This is an optimization exercise on Yosys and OpenROAD, whose aim is small area, a short achievable clock period and few clock cycles per item, not a production implementation.
At most, simulation tests tie the RTL to the original design; equivalence was not proved.
Function not checked in runs 1 and 2: the RTL went through the layout flow alone.
Power figures rest on the tool's default switching activity, not on a simulated workload.

==> run.sh <==
#!/bin/bash
# synth_recipe.tcl (not shown) runs the flow's synth.tcl, then flattens the netlist and writes it again
# the make line also repeats each setting of config.mk as NAME=value (left out here)
make -C /OpenROAD-flow-scripts/flow DESIGN_CONFIG=/design/flow/config.mk WORK_HOME=/design/flow/orfs CLKGATE_MAP_FILE= SYNTH_SCRIPT=/design/flow/synth_recipe.tcl finish
==> config.mk <==
export PLATFORM = sky130hd
export DESIGN_NAME = multi_stack_shared_buffer_core
export DESIGN_NICKNAME = multi_stack_shared_buffer_core
export VERILOG_FILES = /design/flow/design.v
export SDC_FILE = /design/flow/constraint.sdc
export NUM_CORES = 4
export LEC_CHECK = 0
export CAP_MARGIN = 20
export CORE_MARGIN = 2
export CORE_UTILIZATION = 40
export CTS_BUF_LIST = sky130_fd_sc_hd__clkbuf_8
export SETUP_SLACK_MARGIN = 1.9
export SLEW_MARGIN = 20
export TNS_END_PERCENT = 0
==> constraint.sdc <==
create_clock -name core_clock -period 4.0 [get_ports {clock}]
set_input_delay 0.8000 -clock core_clock [delete_from_list [all_inputs] [get_ports {clock}]]
set_output_delay 0.8000 -clock core_clock [all_outputs]
set_load 0.01 [all_outputs]
==> design.v <==
`default_nettype none
package msb_pkg;
   localparam int ACTION_WIDTH   = 2;
   localparam int STACK_ID_WIDTH = 2;
   localparam int VALUE_WIDTH    = 32;
   localparam int STATUS_WIDTH   = 2;
   localparam int STACK_SLOTS    = 2 ** STACK_ID_WIDTH;
   localparam int NUM_STACKS_DEFAULT = 4;
   localparam int CAPACITY_DEFAULT   = 16;
   localparam int DATA_WIDTH_DEFAULT = 32;
   typedef enum logic [ACTION_WIDTH-1:0] {
      ACT_PUSH = 2'd0,
      ACT_POP  = 2'd1,
      ACT_PEEK = 2'd2,
      ACT_NOP  = 2'd3
   } action_type;
   typedef enum logic [STATUS_WIDTH-1:0] {
      ST_OK    = 2'd0,
      ST_FULL  = 2'd1,
      ST_EMPTY = 2'd2
   } status_type;
   typedef enum logic {
      PH_IDLE = 1'b0,
      PH_EXEC = 1'b1
   } phase_type;
   typedef struct packed {
      action_type                       action;
      logic [STACK_ID_WIDTH-1:0]        stack_id;
      logic signed [VALUE_WIDTH-1:0]    value;
   } req_type;
   typedef struct packed {
      logic signed [VALUE_WIDTH-1:0]    data;
      status_type                       status;
   } rsp_type;
   typedef struct packed {
      logic start;
      logic out_free;
   } eng_ctrl_type;
   typedef struct packed {
      logic busy;
      logic done;
   } eng_stat_type;
endpackage
`default_nettype wire
`default_nettype none
module msb_ram #(
   parameter int WIDTH = 32,
   parameter int DEPTH = 16
) (
   input  wire logic                       clock,
   input  wire logic [DEPTH-1:0]           wr_en,
   input  wire logic [WIDTH-1:0]           wr_data,
   input  wire logic [DEPTH-1:0]           rd_sel,
   output      logic [WIDTH-1:0]           rd_data
);
   logic [WIDTH-1:0] mem [DEPTH];
   always_ff @(posedge clock) begin
      for (int i = 0; i < DEPTH; i++) begin
         if (wr_en[i]) begin
            mem[i] <= wr_data;
         end
      end
   end
   always_comb begin
      rd_data = '0;
      for (int i = 0; i < DEPTH; i++) begin
         rd_data = rd_data | (mem[i] & {WIDTH{rd_sel[i]}});
      end
   end
endmodule
`default_nettype wire
`default_nettype none
module msb_engine #(
   parameter int NUM_STACKS = msb_pkg::NUM_STACKS_DEFAULT,
   parameter int CAPACITY   = msb_pkg::CAPACITY_DEFAULT,
   parameter int DATA_WIDTH = msb_pkg::DATA_WIDTH_DEFAULT
) (
   input  wire logic                    clock,
   input  wire logic                    reset,
   input  wire logic                    req_valid,
   output      logic                    req_ready,
   input  wire msb_pkg::req_type        req,
   output      logic                    rsp_valid,
   input  wire logic                    rsp_ready,
   output      msb_pkg::rsp_type        rsp
);
   localparam int AW = $clog2(CAPACITY);
   localparam int NS = msb_pkg::STACK_SLOTS;
   logic [AW-1:0]       head_ff [NS];
   logic [NS-1:0]       ne_ff;           
   logic [AW-1:0]       link_ff [CAPACITY];
   logic [CAPACITY-1:0] used_ff;
   logic                rdy_ff;          
   logic                rd_valid_ff;
   msb_pkg::status_type rd_status_ff;
   logic [CAPACITY-1:0] rd_sel_ff;       
   logic                main_valid_ff;
   msb_pkg::status_type main_status_ff;
   logic [DATA_WIDTH-1:0] main_data_ff;
   logic                skid_valid_ff;
   msb_pkg::status_type skid_status_ff;
   logic [DATA_WIDTH-1:0] skid_data_ff;
   logic                rd_move;
   logic                take;
   logic                rd_valid_in, main_valid_in, skid_valid_in;
   logic [CAPACITY-1:0] alloc_oh;
   logic [AW-1:0]       alloc_idx;
   logic                full;
   logic                accept;
   logic [NS-1:0]       sid_oh;
   logic [CAPACITY-1:0] head_oh [NS];
   logic [CAPACITY-1:0] is_self;
   logic [CAPACITY-1:0] top_sel;         
   logic [AW-1:0]       head_s;
   logic [AW-1:0]       below [NS];      
   logic [NS-1:0]       last;            
   logic                ne_s;
   logic                is_push, is_pop, is_rd;
   logic                push_ok, pop_ok;
   msb_pkg::status_type status_new;
   logic [DATA_WIDTH-1:0] rd_data;
   always_comb begin
      alloc_oh  = '0;
      alloc_idx = '0;
      for (int i = CAPACITY - 1; i >= 0; i--) begin
         if (!used_ff[i]) begin
            alloc_oh    = '0;
            alloc_oh[i] = 1'b1;
            alloc_idx   = AW'(i);
         end
      end
      full = &used_ff;
   end
   always_comb begin
      for (int s = 0; s < NS; s++) begin
         for (int i = 0; i < CAPACITY; i++) begin
            head_oh[s][i] = ne_ff[s] && (head_ff[s] == AW'(i)) && (s < NUM_STACKS);
         end
      end
      for (int i = 0; i < CAPACITY; i++) begin
         is_self[i] = (link_ff[i] == AW'(i));
      end
   end
   assign req_ready = rdy_ff;
   assign accept    = req_valid && rdy_ff;
   always_comb begin
      for (int s = 0; s < NS; s++) begin
         sid_oh[s] = (req.stack_id == msb_pkg::STACK_ID_WIDTH'(s));
      end
      top_sel = '0;
      for (int s = 0; s < NS; s++) begin
         top_sel = top_sel | (head_oh[s] & {CAPACITY{sid_oh[s]}});
      end
      ne_s    = |top_sel;
      head_s  = head_ff[req.stack_id];
   end
   always_comb begin
      for (int s = 0; s < NS; s++) begin
         below[s] = '0;
         for (int i = 0; i < CAPACITY; i++) begin
            below[s] = below[s] | (link_ff[i] & {AW{head_oh[s][i]}});
         end
         last[s] = |(head_oh[s] & is_self);
      end
   end
   assign is_push = (req.action == msb_pkg::ACT_PUSH);
   assign is_pop  = (req.action == msb_pkg::ACT_POP);
   assign is_rd   = (req.action == msb_pkg::ACT_POP) || (req.action == msb_pkg::ACT_PEEK);
   assign push_ok = is_push && !full && (req.stack_id < msb_pkg::STACK_ID_WIDTH'(NUM_STACKS) || NUM_STACKS >= NS);
   assign pop_ok  = is_pop && ne_s;
   always_comb begin
      if (is_push && !push_ok) begin
         status_new = msb_pkg::ST_FULL;
      end else if (is_rd && !ne_s) begin
         status_new = msb_pkg::ST_EMPTY;
      end else begin
         status_new = msb_pkg::ST_OK;
      end
   end
   always_ff @(posedge clock) begin
      if (reset) begin
         used_ff <= '0;
         ne_ff   <= '0;
      end else if (accept) begin
         if (push_ok) begin
            used_ff <= used_ff | alloc_oh;
            ne_ff[req.stack_id] <= 1'b1;
         end
         if (pop_ok) begin
            used_ff <= used_ff & ~top_sel;
            ne_ff[req.stack_id] <= !last[req.stack_id];
         end
      end
   end
   always_ff @(posedge clock) begin
      if (accept) begin
         if (push_ok) begin
            head_ff[req.stack_id] <= alloc_idx;
         end
         if (pop_ok) begin
            head_ff[req.stack_id] <= below[req.stack_id];
         end
      end
   end
   always_ff @(posedge clock) begin
      for (int i = 0; i < CAPACITY; i++) begin
         if (alloc_oh[i]) begin
            link_ff[i] <= ne_s ? head_s : AW'(i);
         end
      end
   end
   assign take    = main_valid_ff && rsp_ready;
   assign rd_move = rd_valid_ff && (!skid_valid_ff || rsp_ready);
   always_comb begin
      rd_valid_in   = accept || (rd_valid_ff && !rd_move);
      main_valid_in = (main_valid_ff && !take) || skid_valid_ff || rd_move;
      skid_valid_in = skid_valid_ff ? !take || rd_move
                                    : rd_move && main_valid_ff && !take;
   end
   always_ff @(posedge clock) begin
      if (reset) begin
         rdy_ff        <= 1'b1;
         rd_valid_ff   <= 1'b0;
         main_valid_ff <= 1'b0;
         skid_valid_ff <= 1'b0;
      end else begin
         rdy_ff        <= !(rd_valid_in && main_valid_in && skid_valid_in);
         rd_valid_ff   <= rd_valid_in;
         main_valid_ff <= main_valid_in;
         skid_valid_ff <= skid_valid_in;
      end
   end
   always_ff @(posedge clock) begin
      if (accept) begin
         rd_status_ff <= status_new;
         rd_sel_ff    <= top_sel & {CAPACITY{is_rd}};
      end
   end
   always_ff @(posedge clock) begin
      if (!main_valid_ff || take) begin
         if (skid_valid_ff) begin
            main_status_ff <= skid_status_ff;
            main_data_ff   <= skid_data_ff;
         end else begin
            main_status_ff <= rd_status_ff;
            main_data_ff   <= rd_data;
         end
      end
      if (!skid_valid_ff || take) begin
         skid_status_ff <= rd_status_ff;
         skid_data_ff   <= rd_data;
      end
   end
   msb_ram #(
      .WIDTH (DATA_WIDTH),
      .DEPTH (CAPACITY)
   ) u_data_ram (
      .clock   (clock),
      .wr_en   (alloc_oh & {CAPACITY{rdy_ff}}),
      .wr_data (req.value[DATA_WIDTH-1:0]),
      .rd_sel  (rd_sel_ff),
      .rd_data (rd_data)
   );
   assign rsp_valid  = main_valid_ff;
   assign rsp.status = main_status_ff;
   assign rsp.data   = msb_pkg::VALUE_WIDTH'(main_data_ff);
endmodule
`default_nettype wire
`default_nettype none
module multi_stack_shared_buffer_core #(
   parameter int NUM_STACKS = msb_pkg::NUM_STACKS_DEFAULT,
   parameter int CAPACITY   = msb_pkg::CAPACITY_DEFAULT,
   parameter int DATA_WIDTH = msb_pkg::DATA_WIDTH_DEFAULT
) (
   input  wire logic        clock,
   input  wire logic        reset,
   input  wire logic        req_tvalid,
   output      logic        req_tready,
   input  wire logic [31:0] req_tdata,    
   input  wire logic [3:0]  req_tuser,    
   output      logic        rsp_tvalid,
   input  wire logic        rsp_tready,
   output      logic [31:0] rsp_tdata,    
   output      logic [1:0]  rsp_tuser     
);
   msb_pkg::req_type req;
   msb_pkg::rsp_type rsp;
   assign req.action   = msb_pkg::action_type'(req_tuser[1:0]);
   assign req.stack_id = req_tuser[3:2];
   assign req.value    = req_tdata;
   msb_engine #(
      .NUM_STACKS (NUM_STACKS),
      .CAPACITY   (CAPACITY),
      .DATA_WIDTH (DATA_WIDTH)
   ) u_engine (
      .clock     (clock),
      .reset     (reset),
      .req_valid (req_tvalid),
      .req_ready (req_tready),
      .req       (req),
      .rsp_valid (rsp_tvalid),
      .rsp_ready (rsp_tready),
      .rsp       (rsp)
   );
   assign rsp_tdata = rsp.data;
   assign rsp_tuser = rsp.status;
endmodule
`default_nettype wire
==> metrics list, run 1 <==
- The routed layout has 20400 vias.
- The worst path uses approximately 74% of the clock period.
- At the worst endpoint, the arrival time is 3370 ps.
- The tightest min-delay check is of the flop to flop type.
- Number of enable-type register cells in the synthesized netlist: 678
* RSZ-0062 raised after global routing: true
* Port Buffer Count: 75
* GRT Util Overall: 28.6%
- Cells with a size suffix above 1 make up 25.3% of the layout.
- The synthesized design devotes to its leading area cell type between 60 and 70% of total area.
- GP Congestion: 1.04
* Io pins: between 70 and 80
* Reg-to-reg startpoint: u_engine.used_ff[0]
* Top post-synthesis cells by area: sky130_fd_sc_hd__edfxtp_1 (70%), sky130_fd_sc_hd__a221oi_1 (4.5%), sky130_fd_sc_hd__a22o_1 (4.1%)
* Main synth FF type: sky130_fd_sc_hd__edfxtp_1
* Post-Synthesis Cell Area: 0.0292 sq mm
- In this run the worst path has a maximum fanout of 18.
- Starting density of the core: 40.6%
- Fraction of registers with async set/reset: 0%
* Source-to-sink clock delay at the later pin of the worst-skew pair: 750 ps
- Grt ovf: 0
* Element type at the critical path end: flop
* Clock tree from TritonCTS: done
* Drt drc: 0
- At the pin with the least slew margin, the transition time is between 1000 and 1500 ps.
- Measured in cells, the most critical reg-to-reg path has a length of 6.
- Counting every net in the synthesized netlist gives roughly 1900.
* Sequential fraction of the synthesis area: 71.5%
- Final Total Pwr: between 10 and 15 mW
* Worst-path clk slew: ~60 ps
* Category of the critical setup timing path: flop to flop
- Number of violations of the max-capacitance limit: 0
* Die X-Extent: 274 um
- For this design the static power due to leakage is approximately 12 nW.
- Headroom to the max-slew limit: 27.6%
- The layout has 6197 filler cells.
- Entering global routing, the biggest net connects 37 pins.
* Flops & latches, synth: 702
- In the synthesized netlist, the number of instances is between 1500 and 2000.
- On the final layout, the worst clock skew is 44.3 ps.
* Post-Route Utilization: between 40% and 50%
* Cell type with the largest total area after synthesis: sky130_fd_sc_hd__edfxtp_1
- From synthesis to final layout, the design area changed by 20.7%.
* Library cell with the highest instance count after synthesis: sky130_fd_sc_hd__edfxtp_1
* Post-synthesis average cell area: 15.6 sq um
* Post-DP HPWL: 68.5 mm
- For this design the ratio of total power to cell area is 416 mW/mm^2.
- Subtracting the final worst setup slack from the clock period gives about 3000 ps.
- The run finished with no timing, DRC or antenna violations.
- Number of global-route vias before repair: 20100
- The floorplan has 98 rows.
* Detailed router's first-iteration violation count: approximately 2500
- From bottom edge to top edge, the die measures 274 um.
* Number of distinct standard cells referenced by the synthesized netlist: 74
- Die area: 0.0751 sq mm
- Counting the buffers created by CTS gives roughly 110.
- Core Footprint: 0.0719 sq mm
- Setup slack on the worst reg-to-reg path comes out at 1040 ps.
- FF-to-FF End: u_engine.u_data_ram.mem[15][28]
- Post-detailed-routing wire length: 109 mm
- Crit path required time: between 4000 and 5000 ps
- Summing all multi-input logic gate instances after layout gives 0.00825 sq mm.
- The first global-routing pass estimated 151 mm of wire.
* Length of the first detailed-routing pass in iterations: 5
- The worst-case IR drop observed on VDD is 0.233 mV.
- The commonest cells after synthesis are sky130_fd_sc_hd__edfxtp_1 (678), sky130_fd_sc_hd__a221oi_1 (149), sky130_fd_sc_hd__a22o_1 (136).
- For hold timing, the worst endpoint is u_engine.main_valid_ff.
- Wire per inst: 33.9 um
- The number of antenna violations at the first check in global routing came to 3.
- Maximum buffer depth of the clock tree: 3
* Drt via density: 6.36
- Nets: 2208
* Storage cell area: 0.0208 sq mm
- Warning count from the yosys run: 6
* Worst setup SP type: flop
- Final setup margin: 1040 ps
- Pre-CTS worst setup slack: -145 ps
* Hold path cells: 2
* Number of slew-limit violations in the final report: 0
* Number of nets with antenna violations after routing: 0
- In this run the clock root is driven by a sky130_fd_sc_hd__clkbuf_8.
* Clock sink count: between 700 and 800
- The worst hold path begins at u_engine.rd_valid_ff.
- Final Setup Violations: 0
* Level count of the clock H-tree: 3
- Static timing analysis puts the maximum clock frequency at 338 MHz.
* Hold Fails Final Rpt: 0
registers in the layout, indices dropped and copies added (netlist names):
register                 count
u_engine.skid_data_ff       32
u_engine.link_ff            64
u_engine.used_ff            16
u_engine.main_status_ff      2
u_engine.head_ff            16
u_engine.main_data_ff       32
u_engine.rdy_ff              1
u_engine.rd_sel_ff          16
u_engine.skid_valid_ff       1
u_engine.main_valid_ff       1
u_engine.u_data_ram.mem    512
u_engine.skid_status_ff      2
u_engine.ne_ff               4
u_engine.rd_valid_ff         1
u_engine.rd_status_ff        2
what timing repair did:
item / CTS / global route
setup buffers: 38 / 17
pin swaps: 10 / 23
resized for setup: 52 / 72
hold endpoints to repair: 0 / 0
gates cloned: 0 / 1
endpoints found under the setup margin: 752 / 726
hold buffers: 0 / 0
cells in the final DEF (no fill, tap or decap), types with 8 or more instances in the layout:
master / instances
sky130_fd_sc_hd__mux2_2: 49
sky130_fd_sc_hd__nand4_1: 46
sky130_fd_sc_hd__and3_1: 10
sky130_fd_sc_hd__clkdlybuf4s50_1: 73
sky130_fd_sc_hd__dfxtp_1: 19
sky130_fd_sc_hd__edfxtp_1: 678
sky130_fd_sc_hd__buf_12: 12
sky130_fd_sc_hd__a22oi_1: 23
sky130_fd_sc_hd__nor3b_1: 8
sky130_fd_sc_hd__nand3_1: 39
sky130_fd_sc_hd__o22ai_1: 18
sky130_fd_sc_hd__nand4b_1: 9
sky130_fd_sc_hd__buf_4: 197
sky130_fd_sc_hd__clkbuf_8: 115
sky130_fd_sc_hd__a221oi_2: 13
sky130_fd_sc_hd__nor2b_1: 21
sky130_fd_sc_hd__a31oi_1: 20
sky130_fd_sc_hd__nand3b_1: 10
sky130_fd_sc_hd__a211oi_2: 10
sky130_fd_sc_hd__a22o_1: 136
sky130_fd_sc_hd__clkinv_1: 24
sky130_fd_sc_hd__a32oi_1: 14
sky130_fd_sc_hd__inv_1: 51
sky130_fd_sc_hd__o31ai_1: 10
sky130_fd_sc_hd__clkinv_2: 19
sky130_fd_sc_hd__nand2_1: 54
sky130_fd_sc_hd__a21oi_1: 42
sky130_fd_sc_hd__a221oi_1: 137
sky130_fd_sc_hd__mux2i_1: 23
sky130_fd_sc_hd__and2_2: 12
sky130_fd_sc_hd__o21ai_0: 32
sky130_fd_sc_hd__nor2_1: 57
sky130_fd_sc_hd__buf_6: 15
sky130_fd_sc_hd__nor3_1: 32
sky130_fd_sc_hd__mux4_2: 13
cell type report:
class	count	area share (%)
well taps	950	3.38
clock inverters	85	1.49
clock buffers	115	4.50
flip-flops and latches	702	59.3
repair buffers	302	7.59
multi-input cells	1018	23.5
diodes	6	0.0427
inverters	25	0.292
worst max-delay path by stage:
stage / startpoint / endpoint / cells after the start
2_1_floorplan: req_tuser[2] / u_engine.head_ff[0][0] / 13
3_3_place_gp: req_tuser[3] / u_engine.head_ff[3][2] / 12
3_5_place_dp: req_tuser[3] / u_engine.head_ff[1][2] / 12
4_1_cts: u_engine.head_ff[0][0] / u_engine.head_ff[1][3] / 11
5_1_grt: req_tuser[2] / u_engine.head_ff[1][3] / 15
6_report: u_engine.used_ff[0] / u_engine.u_data_ram.mem[15][28] / 6
where the power goes:
group | internal [mW] | switching [mW] | total (mW)
logic | 0.233 | 0.400 | 0.633
registers | 8.13 | 0.0817 | 8.22
clock network | 2.91 | 2.90 | 5.80
total | 11.3 | 3.38 | 14.7
critical path, stage by stage, from the launching register on:
cell	delay, ps
sky130_fd_sc_hd__dfxtp_1	540
sky130_fd_sc_hd__nand3_1	190
sky130_fd_sc_hd__nor2_1	360
sky130_fd_sc_hd__nand2_1	90
sky130_fd_sc_hd__nor4_1	600
sky130_fd_sc_hd__and2_4	510
sky130_fd_sc_hd__buf_12	260
layer usage:
metal  part of all wire [%]  global-route usage [%]  up-vias  wire length (um)
met5                      0                       0        -                 0
met3                    8.7                    5.13      216              9420
met4                    4.0                    11.7        0              4310
met2                     47                    45.5     1176             50900
li1                       -                       -     8467                 -
met1                     41                    38.7    10500             44100
metrics by stage:
| stage | TNS [ps] | hold WS (ps) | instances | area, sq um |
|---|---|---|---|---|
| 6_report | 0 | 507 | 3203 | 35200 |
| 5_1_grt | 0 | 550 | 3200 | 35200 |
| 4_1_cts | 0 | 513 | 3179 | 34700 |
| 3_5_place_dp | -1830 | 498 | 2941 | 32100 |
| 3_3_place_gp | -1910 | 481 | 2940 | 32100 |
| 2_1_floorplan | 0 | 422 | 1871 | 29300 |
cell families after synthesis:
family / synth area share, %
AOI/OAI and AO/OA: 14.8
and+or+nand+nor: 7.61
buffers and inverters: 2.12
adders and majority gates: 0.258
DFF: 71.5
muxes: 3.72
==> run 2: changes to the inputs <==
--- a/design.v
+++ b/design.v
@@ -152,5 +152,5 @@
          top_sel = top_sel | (head_oh[s] & {CAPACITY{sid_oh[s]}});
       end
-      ne_s    = |top_sel;
+      ne_s    = ne_ff[req.stack_id] && (req.stack_id < msb_pkg::STACK_ID_WIDTH'(NUM_STACKS) || NUM_STACKS >= NS);
       head_s  = head_ff[req.stack_id];
    end
==> metrics list, run 2 <==
- Most frequent cells after synthesis: sky130_fd_sc_hd__edfxtp_1 (678), sky130_fd_sc_hd__a221oi_1 (135), sky130_fd_sc_hd__a22oi_1 (135) (was sky130_fd_sc_hd__edfxtp_1 (678), sky130_fd_sc_hd__a221oi_1 (149), sky130_fd_sc_hd__a22o_1 (136))
* Post-route setup TNS: 0 ps (unchanged)
* Fraction of registers with async set/reset: 0% (unchanged)
- Maximum net fanout on the critical path: 6 (was 18)
* Data arrival time of the worst path: 3320 ps (was 3370 ps)
- The post-synthesis cell count came to 1757 (was 1871).
- Most frequent cells in the layout: sky130_fd_sc_hd__edfxtp_1 (678), sky130_fd_sc_hd__buf_4 (178), sky130_fd_sc_hd__a221oi_1 (134) (was sky130_fd_sc_hd__edfxtp_1 (678), sky130_fd_sc_hd__buf_4 (197), sky130_fd_sc_hd__a221oi_1 (137))
- Share of layout cells above drive strength 1: 24.5% (was 25.3%)
- FF-to-FF End: u_engine.ne_ff[2] (was u_engine.u_data_ram.mem[15][28])
- Number of antenna violations at the first check in global routing: 4 (was 3)
* Total clock buffers created by CTS: 111 (was 113)
- Library cell with the highest instance count after synthesis: sky130_fd_sc_hd__edfxtp_1 (unchanged)
- Level count of the clock H-tree: 3 (unchanged)
- The total standard cell area after synthesis is 0.0281 sq mm (was 0.0292 sq mm).
- The half-perimeter wire length of the detailed placement result came to 66.2 mm (was 68.5 mm).
- The utilization after layout was 49.2% (was 49.0%).
* Starting density of the core: 40.3% (was 40.6%)
- The clock slew at the register clock pins of the worst setup and hold paths came to 60 ps (about the same).
* Drt via density: 6.35 (was 6.36)
- Standard-cell row count: 97 (was 98)
- The highest attainable clock frequency was 367 MHz (was 338 MHz).
- First-pass GRT wire length: 150 mm (was 151 mm)
- The number of failing setup endpoints in the final timing report was 0 (unchanged).
- The tightest slew margin relative to the limit came to 23.8% (was 27.6%).
- The total vias in the final route came to 19700 (was 20400).
- Post-detailed-routing wire length: 107 mm (was 109 mm)
- Number of global-route vias before repair: 19600 (was 20100)
- Die area: 0.0725 sq mm (was 0.0751 sq mm)
- Shortest period the worst path allows: 2730 ps (was 2960 ps)
- Slack of the worst reg-to-reg path: 1270 ps (was 1040 ps)
* Wire per inst: 34.5 um (was 33.9 um)
* GP Congestion: 1.02 (was 1.04)
- Static leakage power: 11.3 nW (was 11.5 nW)
- Top post-synthesis cells by area: sky130_fd_sc_hd__edfxtp_1 (72%), sky130_fd_sc_hd__a221oi_1 (4.2%), sky130_fd_sc_hd__a22o_1 (4.1%) (was sky130_fd_sc_hd__edfxtp_1 (70%), sky130_fd_sc_hd__a221oi_1 (4.5%), sky130_fd_sc_hd__a22o_1 (4.1%))
* Maximum buffer depth of the clock tree: 3 (unchanged)
* Synth-to-Final Area Change: 22.1% (was 20.7%)
- Die X-Extent: 269 um (was 274 um)
- The number of detailed-route iterations in the first pass is 6 (was 5).
- Pin count of the biggest net entering global routing: 35 (was 37)
* Cell type with the largest total area after synthesis: sky130_fd_sc_hd__edfxtp_1 (unchanged)
- The buffer type at the clock tree root is sky130_fd_sc_hd__clkbuf_8 (unchanged).
- RSZ-0062 raised after global routing: true (unchanged).
* Hold Fails Final Rpt: 0 (unchanged)
- Main synth FF type: sky130_fd_sc_hd__edfxtp_1 (unchanged)
* Post-synthesis average cell area: 16.0 sq um (was 15.6 sq um)
- Source-to-sink clock delay at the later pin of the worst-skew pair: 730 ps (was 750 ps)
- Sequential fraction of the synthesis area: 74.1% (was 71.5%)
- Crit path required time: 4590 ps (was 4410 ps)
- The number of primary I/O pins is 76 (unchanged).
* Number of violations of the max-capacitance limit: 0 (unchanged)
* Number of enable-type register cells in the synthesized netlist: 678 (unchanged)
- Number of distinct standard cells referenced by the synthesized netlist: 66 (was 74)
- The synthesis warning total came to 6 (unchanged).
- GRT Util Overall: 29.2% (was 28.6%)
- Drt drc: 0 (unchanged)
- The power density of the placed cells was 418 mW/mm^2 (was 416 mW/mm^2).
* Largest regs: u_engine.u_data_ram.mem x512, u_engine.link_ff x64 (unchanged)
- Reg2reg path depth: 8 (was 6)
- Slew @ Worst Pin: 1140 ps (was 1090 ps)
- The most flop-heavy register was u_engine.u_data_ram.mem (unchanged).
- The ratio of final minimum period to clock period was 68.2% (was 74.0%).
* Clock sink count: 702 (unchanged)
- Setup skew after layout: 39.1 ps (was 44.3 ps)
- The worst setup path startpoint is u_engine.head_ff[2][0] (was u_engine.used_ff[0]).
* Worst setup SP type: flop (unchanged)
- IR Drop Worst-Case VDD: 0.259 mV (was 0.233 mV)
- Core Footprint: 0.0698 sq mm (was 0.0719 sq mm)
- The number of nets in the layout came to 2118 (was 2208).
- The share of Yosys cell area claimed by the top area cell type came to 72.4% (was 69.8%).
* Class of the tightest hold or removal check: flop to flop (unchanged)
- Detailed router's first-iteration violation count: 2419 (was 2477)
- The nature of the critical path endpoint is a flop (unchanged).
- The commonest non-fill, non-tap cell in the layout is sky130_fd_sc_hd__edfxtp_1 (unchanged).
- The number of routed nets with antenna violations came to 0 (unchanged).
- Flops & latches, synth: 702 (unchanged)
- The quantity of I/O buffers inserted on ports was 75 (unchanged).
* Category of the critical setup timing path: flop to flop (unchanged)
- Outcome: complete, no violations (unchanged)
- Reg-to-reg startpoint: u_engine.head_ff[2][0] (was u_engine.used_ff[0])
- The TritonCTS clock tree was done (unchanged).
- Capturing instance or port of the critical path: u_engine.ne_ff[2] (was u_engine.u_data_ram.mem[15][28])
* Number of nets in the synthesized netlist: 1803 (was 1917)
- The aggregate global routing overflow was 0 (unchanged).
* Die Height: 269 um (was 274 um)
- Largest register FFs: 512 (unchanged)
- Hold path cells: 0 (was 2)
- The final-report max-slew violation count is 0 (unchanged).
-- run 2: layout make-up --
cell class	instances	area, sq um
clock buffers	114	1570
well taps	940	1180
repair buffers	285	2640
diodes	5	12.5
flip-flops and latches	702	20900
inverters	16	60.1
multi-input cells	956	7590
fillers	5919	35400
clock inverters	85	462
-- run 2: power breakdown --
| part | internal (mW) | switching [mW] | total (mW) |
|---|---|---|---|
| Combinational | 0.200 | 0.369 | 0.569 |
| Sequential | 8.14 | 0.0665 | 8.21 |
| Clock | 2.74 | 2.83 | 5.57 |
-- run 2: worst min path at each step --
stage | from | end | slack [ps]
2_1_floorplan | u_engine.rd_status_ff[0] | u_engine.skid_status_ff[0] | 420
3_3_place_gp | u_engine.rd_status_ff[1] | u_engine.skid_status_ff[1] | 440
3_5_place_dp | u_engine.rd_status_ff[0] | u_engine.skid_status_ff[0] | 440
4_1_cts | u_engine.rd_status_ff[0] | u_engine.skid_status_ff[0] | 460
5_1_grt | u_engine.rd_status_ff[0] | u_engine.skid_status_ff[0] | 460
6_report | u_engine.rd_status_ff[0] | u_engine.skid_status_ff[0] | 460
-- run 2: through the flow --
step                setup slack, ps  hold slack, ps  power (mW)  cell area (sq um)  cells
CTS                            1470             456        14.4              34200   3089
detailed placement              503             443        8.90              30800   2793
floorplan                      1550             422        8.58              28200   1757
global route                   1280             463        14.8              34400   3100
global placement                582             437        8.88              30800   2792
finish                         1270             458        14.3              34400   3103
-- run 2: cell families after synthesis --
group,count (synthesis),synth area share (%)
compound gates,512,14.6
mux,56,2.56
fa+ha+maj,6,0.267
simple gates,380,7.04
flops,702,74.1
buf+inv,101,1.45
-- run 2: what timing repair did --
| action | in CTS | in global routing |
|---|---|---|
| gates cloned | 3 | 0 |
| setup buffers | 94 | 9 |
| pin swaps | 32 | 9 |
| hold buffers | 0 | 0 |
| endpoints found under the setup margin | 671 | 672 |
| resized for setup | 131 | 17 |
-- run 2: critical path, stage by stage, from the launching register on --
cell and delay (ps):
sky130_fd_sc_hd__edfxtp_1 460, sky130_fd_sc_hd__nand3b_1 310, sky130_fd_sc_hd__buf_4 210, sky130_fd_sc_hd__nor2_2 510, sky130_fd_sc_hd__a22o_1 220, sky130_fd_sc_hd__a221oi_1 50
sky130_fd_sc_hd__a31oi_1 350, sky130_fd_sc_hd__mux2i_1 210, sky130_fd_sc_hd__a41o_1 270
-- run 2: routing by layer --
layer	vias to the layer above	part of all wire (%)	GRT usage [%]	routed length, um
met2	1173	47	46.8	49800
met5	-	0.011	0	12
met1	10200	39	37.7	41800
li1	8067	-	-	-
met4	2	6.3	16.2	6710
met3	294	8.2	5.26	8740
==> run 3: changes to the inputs <==
--- a/design.v
+++ b/design.v
@@ -91,5 +91,4 @@
    logic [AW-1:0]       link_ff [CAPACITY];
    logic [CAPACITY-1:0] used_ff;
-   logic                rdy_ff;          
    logic                rd_valid_ff;
    msb_pkg::status_type rd_status_ff;
@@ -98,10 +97,8 @@
    msb_pkg::status_type main_status_ff;
    logic [DATA_WIDTH-1:0] main_data_ff;
-   logic                skid_valid_ff;
-   msb_pkg::status_type skid_status_ff;
-   logic [DATA_WIDTH-1:0] skid_data_ff;
    logic                rd_move;
+   logic                room;
    logic                take;
-   logic                rd_valid_in, main_valid_in, skid_valid_in;
+   logic                rd_valid_in, main_valid_in;
    logic [CAPACITY-1:0] alloc_oh;
    logic [AW-1:0]       alloc_idx;
@@ -113,6 +110,6 @@
    logic [CAPACITY-1:0] top_sel;         
    logic [AW-1:0]       head_s;
-   logic [AW-1:0]       below [NS];      
-   logic [NS-1:0]       last;            
+   logic [AW-1:0]       below_s;
+   logic                last_s;
    logic                ne_s;
    logic                is_push, is_pop, is_rd;
@@ -142,6 +139,7 @@
       end
    end
-   assign req_ready = rdy_ff;
-   assign accept    = req_valid && rdy_ff;
+   assign room      = !rd_valid_ff || !main_valid_ff || rsp_ready;
+   assign req_ready = room;
+   assign accept    = req_valid && room;
    always_comb begin
       for (int s = 0; s < NS; s++) begin
@@ -154,13 +152,9 @@
       ne_s    = ne_ff[req.stack_id] && (req.stack_id < msb_pkg::STACK_ID_WIDTH'(NUM_STACKS) || NUM_STACKS >= NS);
       head_s  = head_ff[req.stack_id];
-   end
-   always_comb begin
-      for (int s = 0; s < NS; s++) begin
-         below[s] = '0;
-         for (int i = 0; i < CAPACITY; i++) begin
-            below[s] = below[s] | (link_ff[i] & {AW{head_oh[s][i]}});
-         end
-         last[s] = |(head_oh[s] & is_self);
-      end
+      below_s = '0;
+      for (int i = 0; i < CAPACITY; i++) begin
+         below_s = below_s | (link_ff[i] & {AW{top_sel[i]}});
+      end
+      last_s  = |(top_sel & is_self);
    end
    assign is_push = (req.action == msb_pkg::ACT_PUSH);
@@ -189,5 +183,5 @@
          if (pop_ok) begin
             used_ff <= used_ff & ~top_sel;
-            ne_ff[req.stack_id] <= !last[req.stack_id];
+            ne_ff[req.stack_id] <= !last_s;
          end
       end
@@ -199,5 +193,5 @@
          end
          if (pop_ok) begin
-            head_ff[req.stack_id] <= below[req.stack_id];
+            head_ff[req.stack_id] <= below_s;
          end
       end
@@ -211,22 +205,16 @@
    end
    assign take    = main_valid_ff && rsp_ready;
-   assign rd_move = rd_valid_ff && (!skid_valid_ff || rsp_ready);
+   assign rd_move = rd_valid_ff && (!main_valid_ff || rsp_ready);
    always_comb begin
       rd_valid_in   = accept || (rd_valid_ff && !rd_move);
-      main_valid_in = (main_valid_ff && !take) || skid_valid_ff || rd_move;
-      skid_valid_in = skid_valid_ff ? !take || rd_move
-                                    : rd_move && main_valid_ff && !take;
+      main_valid_in = rd_move || (main_valid_ff && !take);
    end
    always_ff @(posedge clock) begin
       if (reset) begin
-         rdy_ff        <= 1'b1;
          rd_valid_ff   <= 1'b0;
          main_valid_ff <= 1'b0;
-         skid_valid_ff <= 1'b0;
       end else begin
-         rdy_ff        <= !(rd_valid_in && main_valid_in && skid_valid_in);
          rd_valid_ff   <= rd_valid_in;
          main_valid_ff <= main_valid_in;
-         skid_valid_ff <= skid_valid_in;
       end
    end
@@ -238,16 +226,7 @@
    end
    always_ff @(posedge clock) begin
-      if (!main_valid_ff || take) begin
-         if (skid_valid_ff) begin
-            main_status_ff <= skid_status_ff;
-            main_data_ff   <= skid_data_ff;
-         end else begin
-            main_status_ff <= rd_status_ff;
-            main_data_ff   <= rd_data;
-         end
-      end
-      if (!skid_valid_ff || take) begin
-         skid_status_ff <= rd_status_ff;
-         skid_data_ff   <= rd_data;
+      if (!main_valid_ff || rsp_ready) begin
+         main_status_ff <= rd_status_ff;
+         main_data_ff   <= rd_data;
       end
    end
@@ -257,5 +236,5 @@
    ) u_data_ram (
       .clock   (clock),
-      .wr_en   (alloc_oh & {CAPACITY{rdy_ff}}),
+      .wr_en   (alloc_oh & {CAPACITY{room}}),
       .wr_data (req.value[DATA_WIDTH-1:0]),
       .rd_sel  (rd_sel_ff),
==> flow/run.sh (new file) <==
#!/bin/bash
export BUFFER_PORTS_ARGS="-buffer_cell sky130_fd_sc_hd__buf_2"
export CTS_ARGS="-sink_clustering_enable -repair_clock_nets -dont_use_dummy_load -buf_list sky130_fd_sc_hd__clkbuf_8"
bash standard.sh > standard.log 2>&1
==> standard.sh (new file) <==
#!/bin/bash
# synth_recipe.tcl (not shown) runs the flow's synth.tcl, then flattens the netlist and writes it again
# the make line also repeats each setting of config.mk as NAME=value (left out here)
make -C /OpenROAD-flow-scripts/flow DESIGN_CONFIG=/design/flow/config.mk WORK_HOME=/design/flow/orfs CLKGATE_MAP_FILE= SYNTH_SCRIPT=/design/flow/synth_recipe.tcl "${@:-finish}"
removed: run.sh
==> metrics list, run 3 <==
- Slack of the worst reg-to-reg path: 1590 ps (was 1270 ps)
- Maximum net fanout on the critical path: 8 (was 6)
- Main synth FF type: sky130_fd_sc_hd__edfxtp_1 (unchanged)
- Ordered cell list for the critical path: buf_12 -> clkinvlp_4 -> ha_4 -> nand4b_1 -> o22ai_1 -> nor2_1 -> o21ai_1 -> a2111oi_2 -> buf_4 -> a41o_1 (was nand3b_1 -> buf_4 -> nor2_2 -> a22o_1 -> a221oi_1 -> a31oi_1 -> mux2i_1 -> a41o_1)
- Core Footprint: 0.0618 sq mm (was 0.0698 sq mm)
- The power density of the placed cells came to 441 mW/mm^2 (was 418 mW/mm^2).
- Nets: 1682 (was 2118)
- The number of cells on the critical path came to 10 (was 8).
- The clock slew at the register clock pins of the worst setup and hold paths was 60 ps (about the same).
- Flops & latches, synth: 666 (was 702)
- Number of violations of the max-capacitance limit: 0 (unchanged)
* Outcome: complete, no violations (unchanged)
- The buffer and inverter count on the worst path is 3 (was 1).
- Pin count of the biggest net entering global routing: 36 (was 35)
- Drt drc: 0 (unchanged)
- Largest regs: u_engine.u_data_ram.mem x512, u_engine.link_ff x64, u_engine.main_data_ff x32 (was u_engine.u_data_ram.mem x512, u_engine.link_ff x64).
- The total standard cell area after synthesis came to 0.0251 sq mm (was 0.0281 sq mm).
* Port Buffer Count: 75 (unchanged)
* Register ranked first by flip-flop count: u_engine.u_data_ram.mem (unchanged)
* Post-synthesis average cell area: 17.5 sq um (was 16.0 sq um)
* Static leakage power: 9.12 nW (was 11.3 nW)
* Share of layout cells above drive strength 1: 22.8% (was 24.5%)
- The worst setup path startpoint is req_tuser[2] (was u_engine.head_ff[2][0]).
- The later-pin clock latency in the skew report came to 720 ps (was 730 ps).
* Layout Cells excl Fill: 2471 (was 3103)
- Capturing instance or port of the critical path: u_engine.ne_ff[2] (unchanged)
- The data arrival time of the critical path is 3030 ps (was 3320 ps).
- Number of distinct standard cells referenced by the synthesized netlist: 73 (was 66)
- The path category of the worst min-delay check is flop to flop (unchanged).
- Number of nets in the synthesized netlist: 1479 (was 1803)
- Cell type with the largest total area after synthesis: sky130_fd_sc_hd__edfxtp_1 (unchanged)
- The final-report max-slew violation count was 0 (unchanged).
- The hold violation total from the final report was 0 (unchanged).
- The ratio of final minimum period to clock period is 61.0% (was 68.2%).
- Mapped Cells: 1432 (was 1757)
- Post-detailed-routing wire length: 74.1 mm (was 107 mm)
* Length of the first detailed-routing pass in iterations: 5 (was 6)
- Element type at the critical path end: flop (unchanged)
- Kind of cell adding the most delay to the critical path: compound AO/OA/AOI/OAI gates (unchanged)
- Die area: 0.0647 sq mm (was 0.0725 sq mm)
- Clock tree from TritonCTS: done (unchanged)
* Number of global-route vias before repair: 15100 (was 19600)
* Largest stage delay, worst path: 410 ps (was 510 ps)
- GRT Util Overall: 22.8% (was 29.2%)
* Number of nets with antenna violations after routing: 0 (unchanged)
* First-pass GRT wire length: 105 mm (was 150 mm)
- Drt via density: 6.17 (was 6.35)
* RSZ-0062 raised after global routing: true (unchanged)
- The post-synthesis to final-layout area growth was 15.4% (was 22.1%).
* Largest register FFs: 512 (unchanged)
- Number of filler instances in the final layout: 5306 (was 5919)
- The buffer type at the clock tree root is sky130_fd_sc_hd__clkbuf_8 (unchanged).
* Cell total after placement: 2323 (was 2793)
* Category of the critical setup timing path: primary input to flop (was flop to flop)
* Post-DP HPWL: 41.2 mm (was 66.2 mm)
* Level count of the clock H-tree: 3 (unchanged)
- Area share of the largest cell type after synthesis: 77.2% (was 72.4%)
- Number of enable-type register cells in the synthesized netlist: 644 (was 678)
- Most frequent cells after synthesis: sky130_fd_sc_hd__edfxtp_1 (644), sky130_fd_sc_hd__a22o_1 (129), sky130_fd_sc_hd__a221oi_1 (128) (was sky130_fd_sc_hd__edfxtp_1 (678), sky130_fd_sc_hd__a221oi_1 (135), sky130_fd_sc_hd__a22oi_1 (135))
- The critical path required time was 4590 ps (about the same).
* Warning count from the yosys run: 5 (was 6)
- Standard-cell row count: 91 (was 97)
- Headroom to the max-slew limit: 44.9% (was 23.8%)
- The aggregate global routing overflow was 0 (unchanged).
- The total vias in the final route is 15300 (was 19700).
* Die X-Extent: 254 um (was 269 um)
- Total clock buffers created by CTS: 104 (was 111)
- The critical path launch point type is a primary input (was flop).
* Starting density of the core: 40.5% (was 40.3%)
* Setup skew after layout: 128 ps (was 39.1 ps)
- The final critical path time including I/O delays and setup was 2440 ps (was 2730 ps).
- Post-route setup TNS: 0 ps (unchanged)
* Slew @ Worst Pin: 826 ps (was 1140 ps)
* Library cell with the highest instance count after synthesis: sky130_fd_sc_hd__edfxtp_1 (unchanged)
- The number of antenna violations at the first check in global routing came to 2 (was 4).
- Maximum buffer depth of the clock tree: 3 (unchanged)
* Io pins: 76 (unchanged)
* Sequential fraction of the synthesis area: 78.9% (was 74.1%)
- Final Total Pwr: 12.8 mW (was 14.3 mW)
- Most frequent cells in the layout: sky130_fd_sc_hd__edfxtp_1 (644), sky130_fd_sc_hd__a22o_1 (129), sky130_fd_sc_hd__a221oi_1 (128) (was sky130_fd_sc_hd__edfxtp_1 (678), sky130_fd_sc_hd__buf_4 (178), sky130_fd_sc_hd__a221oi_1 (134)).
- Top post-synthesis cells by area: sky130_fd_sc_hd__edfxtp_1 (77%), sky130_fd_sc_hd__a22o_1 (4.5%), sky130_fd_sc_hd__a221oi_1 (4.5%) (was sky130_fd_sc_hd__edfxtp_1 (72%), sky130_fd_sc_hd__a221oi_1 (4.2%), sky130_fd_sc_hd__a22o_1 (4.1%)).
- Reg-to-reg startpoint: u_engine.head_ff[3][0] (was u_engine.head_ff[2][0])
- Final Setup Violations: 0 (unchanged)
- Pre-CTS worst setup slack: 429 ps (was 503 ps)
* Reg2reg path depth: 7 (was 8)
- Final setup margin: 1560 ps (was 1270 ps)
* Most common library cell in the layout ignoring fill and taps: sky130_fd_sc_hd__edfxtp_1 (unchanged)
- Die Height: 254 um (was 269 um)
- Detailed router's first-iteration violation count: 1601 (was 2419)
- The highest attainable clock frequency came to 410 MHz (was 367 MHz).
* Slowest-stage cell, CP: sky130_fd_sc_hd__nor2_1 (was sky130_fd_sc_hd__nor2_2)
- IR Drop Worst-Case VDD: 0.255 mV (was 0.259 mV)
- Fraction of registers with async set/reset: 0% (unchanged)
- The routed wire length per instance was 30.0 um (was 34.5 um).
- FF-to-FF End: u_engine.ne_ff[2] (unchanged)
- The number of clock sinks came to 666 (was 702).
- GP Congestion: 0.940 (was 1.02)
-- run 3: changes by cell type in the layout (fill, tap and decap cells not counted), sizes merged, moves of 13 or more --
| cell | previous run | this run |
|---|---|---|
| a22oi | 135 | 2 |
| and2 | 40 | 19 |
| buf | 210 | 157 |
| clkdlybuf4s50 | 72 | 0 |
| clkinv | 42 | 0 |
| edfxtp | 678 | 644 |
| inv | 56 | 25 |
| mux2 | 37 | 0 |
| nand2 | 93 | 41 |
| nand3 | 15 | 2 |
| nor2 | 75 | 49 |
| nor3 | 36 | 22 |
| o21ai | 30 | 58 |
| o22ai | 1 | 32 |
-- run 3: worst register-to-register path, delay by kind of cell (launching register included) --
kind                   cells  cell delay (ps)
AND/OR/NAND/NOR            2              750
AO/OA/AOI/OAI              4              900
flip-flops                 1              500
buffers and inverters      1              210
-- run 3: area by class of cell --
type / instances / area, sq um / share of cell area (%)
Timing Repair Buffer: 158 / 1120 / 3.88
Tap cell: 837 / 1050 / 3.62
Clock buffer: 104 / 1430 / 4.95
Multi-Input combinational cell: 678 / 5410 / 18.7
Inverter: 27 / 111 / 0.385
Sequential cell: 666 / 19800 / 68.4
Antenna cell: 1 / 2.50 / 0.00865
-- run 3: worst min path at each step --
| stage | startpoint | end | cells after the start |
|---|---|---|---|
| 2_1_floorplan | u_engine.rd_status_ff[0] | u_engine.main_status_ff[0] | 0 |
| 3_3_place_gp | u_engine.rd_status_ff[0] | u_engine.main_status_ff[0] | 0 |
| 3_5_place_dp | u_engine.rd_status_ff[1] | u_engine.main_status_ff[1] | 0 |
| 4_1_cts | req_tvalid | u_engine.rd_valid_ff | 3 |
| 5_1_grt | u_engine.rd_status_ff[1] | u_engine.main_status_ff[1] | 0 |
| 6_report | u_engine.rd_status_ff[1] | u_engine.main_status_ff[1] | 0 |
-- run 3: layer usage --
metal	wire length [um]	share of wire, %	GRT usage, %
met5	0	0	0
met3	5520	7.4	3.49
met2	35800	48	37.7
met4	2160	2.9	7.38
met1	30600	41	31.1
-- run 3: power breakdown --
group	total (mW)	switching, mW	leakage, nW	internal, mW
logic	0.469	0.327	2.29	0.141
registers	7.75	0.0379	6.08	7.71
clock network	4.55	2.27	0.748	2.28
total	12.8	2.64	9.12	10.1
-- run 3: through the flow --
stage,area [sq um],util (%),hold slack (ps)
6_report,28900,46.8,418
2_1_floorplan,25300,-,400
5_1_grt,28900,46.8,408
3_5_place_dp,26800,43.3,416
4_1_cts,28700,46.5,382
3_3_place_gp,26800,43.3,405
-- run 3: cells by family after synthesis --
family / count (synthesis) / share of synthesized area [%]
DFF: 666 / 78.9
AOI/OAI and AO/OA: 412 / 12.9
and+or+nand+nor: 254 / 5.95
buffers and inverters: 88 / 1.39
adders and majority gates: 7 / 0.349
muxes: 5 / 0.449
-- run 3: repair_timing --
item | in CTS | in global routing
hold endpoints to repair | 0 | 0
pin swaps | 22 | 19
cloned | 1 | 0
setup endpoints to repair | 536 | 437
resized for setup | 73 | 21
hold buffers | 0 | 0
buffers inserted | 27 | 15
Testbench counts of run 3, summed over its fixed seeds: cycles 8,016, items 8,000.
==> run 4: changes to the inputs <==
==> run.sh (new file) <==
#!/bin/bash
# synth_recipe.tcl (not shown) runs the flow's synth.tcl, then flattens the netlist and writes it again
# the make line also repeats each setting of config.mk as NAME=value (left out here)
make -C /OpenROAD-flow-scripts/flow DESIGN_CONFIG=/design/flow/config.mk WORK_HOME=/design/flow/orfs CLKGATE_MAP_FILE= SYNTH_SCRIPT=/design/flow/synth_recipe.tcl finish
removed: flow/run.sh
removed: standard.sh
==> metrics list, run 4 <==
- Post-synthesis compound-gate area fraction: 12.9% (unchanged)
* Wire per inst: 29.6 um (was 30.0 um)
* Flops & latches, synth: 666 (unchanged)
- The fraction of the mapped netlist area in adder cells came to 0.349% (unchanged).
- The number of H-tree levels came to 3 (unchanged).
- The tightest slew margin relative to the limit is 19.6% (was 44.9%).
- The post-synthesis cell count was 1432 (unchanged).
- Reg-to-reg startpoint: u_engine.head_ff[0][0] (was u_engine.head_ff[3][0])
- Clock root buffer: sky130_fd_sc_hd__clkbuf_8 (unchanged)
- The cell count after placement came to 2332 (was 2323).
- The global routing usage summed across all routing layers came to 23.4% (was 22.8%).
* Number of distinct standard cells referenced by the synthesized netlist: 73 (unchanged)
- The number of flip-flops in the largest register came to 512 (unchanged).
* Combinational family with the most area after synthesis: compound AO/OA/AOI/OAI gates (unchanged)
- Net Sw Power: 2.96 mW (was 2.64 mW)
- The cell with the most instances after synthesis was sky130_fd_sc_hd__edfxtp_1 (unchanged).
- Sequential fraction of the synthesis area: 78.9% (unchanged)
- The async set or reset register ratio after synthesis is 0% (unchanged).
- Io pins: 76 (unchanged)
* Final setup margin: 1620 ps (was 1560 ps)
* Number of nets with antenna violations after routing: 0 (unchanged)
- The worst hold-check slack was 418 ps (about the same).
- GRT busiest layer: met2 (unchanged)
- The post-synthesis to final-layout area growth came to 18.2% (was 15.4%).
- The power share of the sequential group was 58.0% (was 60.7%).
* Power density cells: 450 mW/mm^2 (was 441 mW/mm^2)
- Destination of the worst hold path: u_engine.main_status_ff[0] (was u_engine.main_status_ff[1])
* Die Height: 254 um (unchanged)
* Detailed router's first-iteration violation count: 1452 (was 1601)
* Post-DP HPWL: 41.4 mm (was 41.2 mm)
- The worst-case clock buffer depth was 3 (unchanged).
* Met3 GRT Util: 4.43% (was 3.49%)
* Category of the critical setup timing path: primary input to flop (unchanged)
- The largest net degree at the start of global routing is 36 (unchanged).
- The clock group share of total power was 38.4% (was 35.6%).
- The number of nets in the layout came to 1675 (was 1682).
- Element type at the critical path end: flop (unchanged)
- Reg2reg path depth: 6 (was 7)
* Number of slew-limit violations in the final report: 0 (unchanged)
- The share of total power consumed by net switching came to 22.2% (was 20.7%).
* Standard-cell row count: 91 (unchanged)
* Combinational cell fraction of total power: 3.6% (was 3.7%)
* Static leakage power: 9.41 nW (was 9.12 nW)
- Clock tree from TritonCTS: done (unchanged)
- GR met2 Demand/Resource: 40.2% (was 37.7%)
- Largest regs: u_engine.u_data_ram.mem x512, u_engine.link_ff x64, u_engine.main_data_ff x32 (unchanged)
* Pre-CTS worst setup slack: 221 ps (was 429 ps)
- Starting density of the core: 40.5% (unchanged)
* Maximum net fanout on the critical path: 7 (was 8)
* Crit path required time: 4400 ps (was 4590 ps)
* Shortest period the worst path allows: 2380 ps (was 2440 ps)
- The capture instance of the worst register-to-register path is u_engine.head_ff[1][2] (was u_engine.ne_ff[2]).
- Register ranked first by flip-flop count: u_engine.u_data_ram.mem (unchanged)
- Period utilization: 59.6% (was 61.0%)
- The area share of xor/xnor cells in the synthesized design came to 0% (unchanged).
* Drt drc: 0 (unchanged)
- The final wirelength came to 75.4 mm (was 74.1 mm).
- Warning count from the yosys run: 5 (unchanged)
- Final Setup Violations: 0 (unchanged)
- The average via count per standard cell was 5.94 (was 6.17).
- The number of maximum-capacitance constraint violations came to 0 (unchanged).
* Clock sink count: 666 (unchanged)
- Source-to-sink clock delay at the later pin of the worst-skew pair: 690 ps (was 720 ps)
- The commonest non-fill, non-tap cell in the layout is sky130_fd_sc_hd__edfxtp_1 (unchanged).
- The hold buffer count at cts was 0 (unchanged).
- The number of nets in the synthesized netlist came to 1479 (unchanged).
- Die area: 0.0647 sq mm (unchanged)
* Port Buffer Count: 75 (unchanged)
* Layout Cells excl Fill: 2550 (was 2471)
- Setup skew after layout: 32.4 ps (was 128 ps)
- Most frequent cells in the layout: sky130_fd_sc_hd__edfxtp_1 (644), sky130_fd_sc_hd__a22o_1 (129), sky130_fd_sc_hd__a221oi_1 (128) (unchanged)
- The cell internal power dissipation was 10.4 mW (was 10.1 mW).
- Outcome: complete, no violations (unchanged).
- Post-synthesis average cell area: 17.5 sq um (unchanged)
- Data arrival time of the worst path: 2780 ps (was 3030 ps)
- The count of flip-flops with a built-in enable after synthesis came to 644 (unchanged).
- The die width was 254 um (unchanged).
* IR Drop Worst-Case VDD: 0.244 mV (was 0.255 mV)
- Final Total Pwr: 13.3 mW (was 12.8 mW)
* Number of global-route vias before repair: 15200 (was 15100)
- Class of the tightest hold or removal check: flop to flop (unchanged)
* GP Congestion: 0.926 (was 0.940)
* Total clock buffers created by CTS: 104 (unchanged)
- The total standard cell area after synthesis is 0.0251 sq mm (unchanged).
- The aggregate global routing overflow came to 0 (unchanged).
* Cell type with the largest total area after synthesis: sky130_fd_sc_hd__edfxtp_1 (unchanged)
* Worst setup SP type: primary input (unchanged)
- The highest attainable clock frequency was 419 MHz (was 410 MHz).
- The fraction of synthesized area in multiplexers is 0.449% (unchanged).
- The met1 track demand over resource came to 30.6% (was 31.1%).
- The first-pass GRT wire length came to 107 mm (was 105 mm).
- Most frequent cells after synthesis: sky130_fd_sc_hd__edfxtp_1 (644), sky130_fd_sc_hd__a22o_1 (129), sky130_fd_sc_hd__a221oi_1 (128) (unchanged)
* Slack of the worst reg-to-reg path: 1640 ps (was 1590 ps)
* Via count of the routed design: 15200 (was 15300)
- Hold path cells: 0 (unchanged)
* Length of the first detailed-routing pass in iterations: 5 (unchanged)
- The placeable core region was 0.0618 sq mm (unchanged).
* Critical hold path startpoint: u_engine.rd_status_ff[0] (was u_engine.rd_status_ff[1])
* Share of layout cells above drive strength 1: 17.7% (was 22.8%)
- Hold Fails Final Rpt: 0 (unchanged)
- RSZ-0062 raised after global routing: true (unchanged).
- Worst-path clk slew: 60 ps (about the same)
- Number of antenna violations at the first check in global routing: 4 (was 2)
* Area share of the largest cell type after synthesis: 77.2% (unchanged)
- The actual slew at the worst max-slew pin is 1210 ps (was 826 ps).
- Post-route setup TNS: 0 ps (unchanged)
- Top post-synthesis cells by area: sky130_fd_sc_hd__edfxtp_1 (77%), sky130_fd_sc_hd__a22o_1 (4.5%), sky130_fd_sc_hd__a221oi_1 (4.5%) (unchanged).
* Post-Synth Simple-Gate Area: 5.95% (unchanged)
- The most instantiated flip-flop cell in the synthesis netlist is sky130_fd_sc_hd__edfxtp_1 (unchanged).
- The filler cell count came to 5266 (was 5306).
## run 4: cell counts after synthesis
Identical to the previous run, type by type.
## run 4: worst max-delay path by stage
stage	startpoint	endpoint	slack (ps)	cells after the start
2_1_floorplan	u_engine.used_ff[0]	u_engine.u_data_ram.mem[10][0]	1250	5
3_3_place_gp	req_tuser[3]	u_engine.head_ff[0][1]	260	9
3_5_place_dp	req_tuser[3]	u_engine.head_ff[2][1]	220	9
4_1_cts	u_engine.head_ff[0][1]	u_engine.head_ff[1][2]	1690	6
5_1_grt	u_engine.head_ff[0][0]	u_engine.head_ff[1][2]	1550	6
6_report	req_tuser[2]	u_engine.head_ff[1][2]	1620	9
## run 4: kinds of logic after synthesis
family / after synthesis
flip-flops: 666
AO/OA/AOI/OAI: 412
AND/OR/NAND/NOR: 254
buffers and inverters: 88
adder cells (fa/ha/maj): 7
multiplexers: 5
## run 4: cell type report
cell class | count | area, sq um | share of cell area, %
diodes | 2 | 5.00 | 0.0169
clock inverters | 84 | 408 | 1.38
well taps | 837 | 1050 | 3.53
multi-input cells | 678 | 5350 | 18.0
clock buffers | 105 | 1450 | 4.88
flip-flops and latches | 666 | 19800 | 66.9
inverters | 27 | 108 | 0.363
repair buffers | 151 | 1460 | 4.93
## run 4: critical path, cell delays in order
cell	delay [ps]
sky130_fd_sc_hd__buf_4	150
sky130_fd_sc_hd__inv_2	100
sky130_fd_sc_hd__ha_4	200
sky130_fd_sc_hd__nand4_1	230
sky130_fd_sc_hd__o22ai_1	140
sky130_fd_sc_hd__or2_2	370
sky130_fd_sc_hd__a222oi_1	290
sky130_fd_sc_hd__nand4b_1	150
sky130_fd_sc_hd__o31a_1	360
## run 4: per-layer routing
layer	vias up	part of all wire (%)
met5	-	0.044
met4	6	2.2
met3	126	7.7
met2	720	50
met1	7838	40
li1	6465	-
## run 4: power groups by stage
stage	combinational [mW]	clock [mW]	sequential, mW
finish	0.486	5.12	7.74
global route	0.519	5.53	7.74
CTS	0.487	5.23	7.74
detailed placement	0.482	0	7.89
global placement	0.476	0	7.89
floorplan	0.215	0	7.88
## run 4: repair_timing
| action | in CTS | in global routing |
|---|---|---|
| pin swaps | 28 | 0 |
| gates cloned | 1 | 0 |
| endpoints found under the hold margin | 0 | 0 |
| resized for setup | 134 | 0 |
| setup buffers | 26 | 0 |
| endpoints found under the setup margin | 617 | 456 |
## run 4: per-stage QoR
| stage | util (%) | instance area, sq um |
|---|---|---|
| 3_3_place_gp | 44.1 | 27300 |
| 3_5_place_dp | 44.1 | 27300 |
| 4_1_cts | 47.9 | 29600 |
| 5_1_grt | 47.9 | 29600 |
| 2_1_floorplan | - | 25300 |
| 6_report | 47.9 | 29600 |
==> run 5: changes to the inputs <==
--- a/config.mk
+++ b/config.mk
@@ -9,5 +9,7 @@
 export CORE_MARGIN = 2
 export CORE_UTILIZATION = 40
-export CTS_BUF_LIST = sky130_fd_sc_hd__clkbuf_8
+export CTS_BUF_LIST = sky130_fd_sc_hd__clkbuf_16
+export CTS_CLUSTER_DIAMETER = 70
+export CTS_CLUSTER_SIZE = 24
 export SETUP_SLACK_MARGIN = 1.9
 export SLEW_MARGIN = 20
==> metrics list, run 5 <==
- The number of routed nets with antenna violations came to 0 (unchanged).
* Design Area, Final: 0.0290 sq mm (was 0.0296 sq mm)
- RSZ-0062 raised after global routing: true (unchanged)
- Slowest-stage cell, CP: sky130_fd_sc_hd__o21ai_0 (was sky130_fd_sc_hd__or2_2)
* Category of the critical setup timing path: primary input to flop (unchanged)
* Drt drc: 0 (unchanged)
- The first-pass GRT wire length is 105 mm (was 107 mm).
* GP Congestion: 0.926 (unchanged)
- The nature of the critical path endpoint is a flop (unchanged).
- The library cell with the largest summed area after synthesis was sky130_fd_sc_hd__edfxtp_1 (unchanged).
- Maximum buffer depth of the clock tree: 3 (unchanged)
- The post-synthesis to final-layout area growth is 15.7% (was 18.2%).
- The reg-to-reg critical path startpoint is u_engine.used_ff[2] (was u_engine.head_ff[0][0]).
- Nets: 1608 (was 1675)
- Most frequent cells in the layout: sky130_fd_sc_hd__edfxtp_1 (644), sky130_fd_sc_hd__a22o_1 (129), sky130_fd_sc_hd__a221oi_1 (128) (unchanged).
- The cell type group with the largest total delay on the critical path was compound AO/OA/AOI/OAI gates (unchanged).
- Worst setup SP type: primary input (unchanged)
- The cell row count came to 91 (unchanged).
* Switching portion of total power: 21.6% (was 22.2%)
* Maximum net fanout on the critical path: 6 (was 7)
* Largest stage delay, worst path: 400 ps (was 370 ps)
* Wire per inst: 30.6 um (was 29.6 um)
* Starting density of the core: 40.5% (unchanged)
- The total power of the final layout came to 12.6 mW (was 13.3 mW).
- The most instantiated flip-flop cell in the synthesis netlist is sky130_fd_sc_hd__edfxtp_1 (unchanged).
- The number of antenna violations at the first check in global routing came to 3 (was 4).
* Port Buffer Count: 75 (unchanged)
* Number of enable-type register cells in the synthesized netlist: 644 (unchanged)
- The hold violation total from the final report came to 0 (unchanged).
* Worst-path clk slew: 90 ps (was 60 ps)
- The worst hold-check slack came to 432 ps (was 418 ps).
* Static leakage power: 9.01 nW (was 9.41 nW)
* Data arrival time of the worst path: 2940 ps (was 2780 ps)
- Cell total after placement: 2332 (unchanged)
- The average via count per standard cell came to 6.10 (was 5.94).
* Warning count from the yosys run: 5 (unchanged)
- Area share of the largest cell type after synthesis: 77.2% (unchanged)
- Number of filler instances in the final layout: 5260 (was 5266)
- The final critical path time including I/O delays and setup came to 2430 ps (was 2380 ps).
* Internal Power: 9.85 mW (was 10.4 mW)
- The number of flip-flops in the largest register came to 512 (unchanged).
- The distinct cell type count after synthesis was 73 (unchanged).
- Number of nets in the synthesized netlist: 1479 (unchanged)
- Level count of the clock H-tree: 2 (was 3)
* Outcome: complete, no violations (unchanged)
* Proportion of power drawn by flip-flops and latches: 61.5% (was 58.0%)
* Largest regs: u_engine.u_data_ram.mem x512, u_engine.link_ff x64, u_engine.main_data_ff x32 (unchanged)
* Clock root buffer: sky130_fd_sc_hd__clkbuf_16 (was sky130_fd_sc_hd__clkbuf_8)
* Detailed router's first-iteration violation count: 1464 (was 1452)
- The share of layout cells above drive strength 1 came to 14.8% (was 17.7%).
- The area of placed instances came to 0.0273 sq mm (unchanged).
- Number of violations of the max-capacitance limit: 0 (unchanged)
- Most frequent cells after synthesis: sky130_fd_sc_hd__edfxtp_1 (644), sky130_fd_sc_hd__a22o_1 (129), sky130_fd_sc_hd__a221oi_1 (128) (unchanged).
- The number of detailed-route iterations in the first pass was 8 (was 5).
* Fraction of registers with async set/reset: 0% (unchanged)
- Top post-synthesis cells by area: sky130_fd_sc_hd__edfxtp_1 (77%), sky130_fd_sc_hd__a22o_1 (4.5%), sky130_fd_sc_hd__a221oi_1 (4.5%) (unchanged).
* Die Height: 254 um (unchanged)
- The clock skew is 25.7 ps (was 32.4 ps).
* Period utilization: 60.7% (was 59.6%)
- Total clock buffers created by CTS: 39 (was 104)
- Flops & latches, synth: 666 (unchanged)
* IR Drop Worst-Case VDD: 0.307 mV (was 0.244 mV)
* Most common library cell in the layout ignoring fill and taps: sky130_fd_sc_hd__edfxtp_1 (unchanged)
- The non-filler instance count after layout was 2421 (was 2550).
* GRT met1 Usage: 30.5% (was 30.6%)
- The hold buffer count at cts came to 0 (unchanged).
* Register ranked first by flip-flop count: u_engine.u_data_ram.mem (unchanged)
- First element of the critical path: req_tuser[2] (unchanged)
- The tightest slew margin relative to the limit is 21.6% (was 19.6%).
* Power density cells: 433 mW/mm^2 (was 450 mW/mm^2)
* Die area: 0.0647 sq mm (unchanged)
* Clock tree from TritonCTS: done (unchanged)
- GRT busiest layer: met2 (unchanged)
- The startpoint of the most critical hold path was u_engine.rd_status_ff[0] (unchanged).
* Number of slew-limit violations in the final report: 0 (unchanged)
- The path category of the worst min-delay check is flop to flop (unchanged).
- The placeable core region was 0.0618 sq mm (unchanged).
- The half-perimeter wire length of the detailed placement result was 41.4 mm (unchanged).
- The die width came to 254 um (unchanged).
* Ordered cell list for the critical path: buf_4 -> inv_2 -> ha_4 -> nand4b_1 -> o22ai_1 -> o21ai_0 -> o21ai_1 -> a2111oi_2 -> buf_4 -> a41o_1 (was buf_4 -> inv_2 -> ha_4 -> nand4_1 -> o22ai_1 -> or2_2 -> a222oi_1 -> nand4b_1 -> o31a_1)
- The clock group share of total power was 34.6% (was 38.4%).
* GRT Util Overall: 23.0% (was 23.4%)
* Met3 GRT Util: 3.18% (was 4.43%)
- Library cell with the highest instance count after synthesis: sky130_fd_sc_hd__edfxtp_1 (unchanged)
* Slew @ Worst Pin: 1180 ps (was 1210 ps)
* Post-synthesis average cell area: 17.5 sq um (unchanged)
- The post-synthesis cell count was 1432 (unchanged).
* Via count of the routed design: 14800 (was 15200)
* Final Setup Violations: 0 (unchanged)
- Among the stages of the critical path, the cell type that occurs most often is sky130_fd_sc_hd__buf_4.
- Sequential fraction of the synthesis area: 78.9% (unchanged)
* Crit path required time: 4510 ps (was 4400 ps)
- Combinational cell fraction of total power: 3.9% (was 3.6%)
- Post-detailed-routing wire length: 74.2 mm (was 75.4 mm)
- The aggregate global routing overflow came to 0 (unchanged).
* Post-Synthesis Cell Area: 0.0251 sq mm (unchanged)
* Net Sw Power: 2.71 mW (was 2.96 mW)
- The highest attainable clock frequency was 412 MHz (was 419 MHz).
- Number of buffer and inverter stages on the critical path: 3 (was 2)
- The largest net degree at the start of global routing is 36 (unchanged).
* Io pins: 76 (unchanged)
- Source-to-sink clock delay at the later pin of the worst-skew pair: 600 ps (was 690 ps)
* Clock sink count: 666 (unchanged)
- Number of global-route vias before repair: 14600 (was 15200)
- GR met2 Demand/Resource: 39.6% (was 40.2%)
- Post-route setup TNS: 0 ps (unchanged)
## run 5: cell counts after synthesis
Identical to the previous run, type by type.
## run 5: through the flow
stage / setup WS, ps / util (%)
detailed placement: 221 / 44.1
global route: 1510 / 46.9
CTS: 1630 / 46.9
floorplan: 1250 / -
global placement: 261 / 44.1
finish: 1570 / 46.9
## run 5: worst register-to-register path, delay by kind of cell, from the launching register on
kind	cells	cell delay [ps]
simple gates	4	1390
buf+inv	2	270
flops	1	440
## run 5: power groups by stage
stage                     clock, mW  combinational, mW  sequential [mW]
after global placement            0              0.476             7.89
after global routing           4.67              0.526             7.73
after floorplan                   0              0.215             7.88
after detailed placement          0              0.482             7.89
after CTS                      4.44              0.493             7.72
final                          4.35              0.493             7.73
## run 5: worst paths after layout
kind,endpoint,slack [ps],cells after the start
worst max-delay path,u_engine.ne_ff[2],1570,10
worst min-delay path,u_engine.main_status_ff[0],430,0
worst max register to register,u_engine.u_data_ram.mem[15][10],1620,6
worst min register to register,u_engine.main_status_ff[0],430,0
## run 5: layout make-up
cell class                      count  area, sq um  share of cell area (%)
Clock buffer                       39          976                    3.37
Tap cell                          837         1050                    3.61
Sequential cell                   666        19800                    68.3
Multi-Input combinational cell    678         5370                    18.5
Timing Repair Buffer              149         1430                    4.92
Antenna cell                        1         2.50                 0.00863
Inverter                           27          108                   0.371
Clock inverter                     24          269                   0.928
## run 5: cell families after synthesis
| kind of cell | synth area share (%) |
|---|---|
| AND/OR/NAND/NOR | 5.95 |
| AO/OA/AOI/OAI | 12.9 |
| flip-flops | 78.9 |
| buffers and inverters | 1.39 |
| adder cells (fa/ha/maj) | 0.349 |
| multiplexers | 0.449 |
## run 5: routing by layer
metal	vias up	part of all wire (%)
li1	6272	-
met2	652	50
met5	-	0.031
met1	7724	40
met3	114	7.4
met4	4	2.5
## run 5: repair_timing
item                                    in CTS  in global routing
endpoints found under the setup margin     649                456
resized for setup                           96                  2
buffers inserted                            22                  3
pin swaps                                   23                  1
cloned                                       0                  0

==> what the ideal ports hide <==
The results above use ideal ports. As a check the final layouts listed here were re-extracted and re-timed, cells and wires unchanged. Step 1 (the two cells are an assumption about what drives the block):
set clk [get_ports {clock}]
set_driving_cell -lib_cell sky130_fd_sc_hd__clkbuf_16 $clk
set_driving_cell -lib_cell sky130_fd_sc_hd__buf_2 [delete_from_list [all_inputs] $clk]
Step 2 times the ports against the registers' clock, not the clock port: input delays grow and output delays shrink by t, the midpoint of the rising clock arrivals with the driver on. a / b / c = no drivers / after step 1 / after step 2; a / b = the first two.
| run | t, ns | setup WS [ns] | worst slew at a driven data input, ns |
|---|---|---|---|
| run 1 | 0.791 | 1.039 / 1.039 / 0.279 | 0.10 |
| run 2 | 0.776 | 1.273 / 1.273 / 0.725 | 0.16 |
| run 3 | 0.704 | 1.558 / 1.550 / 0.846 | 0.11 |
| run 4 | 0.732 | 1.615 / 1.636 / 0.905 | 0.10 |
| run 5 | 0.639 | 1.570 / 1.599 / 0.960 | 0.10 |
After both steps every run listed still meets setup and hold. For run 1, which loses most, drivers alone change the setup slack by 0.000 ns; drivers and shift together by -0.760 ns.
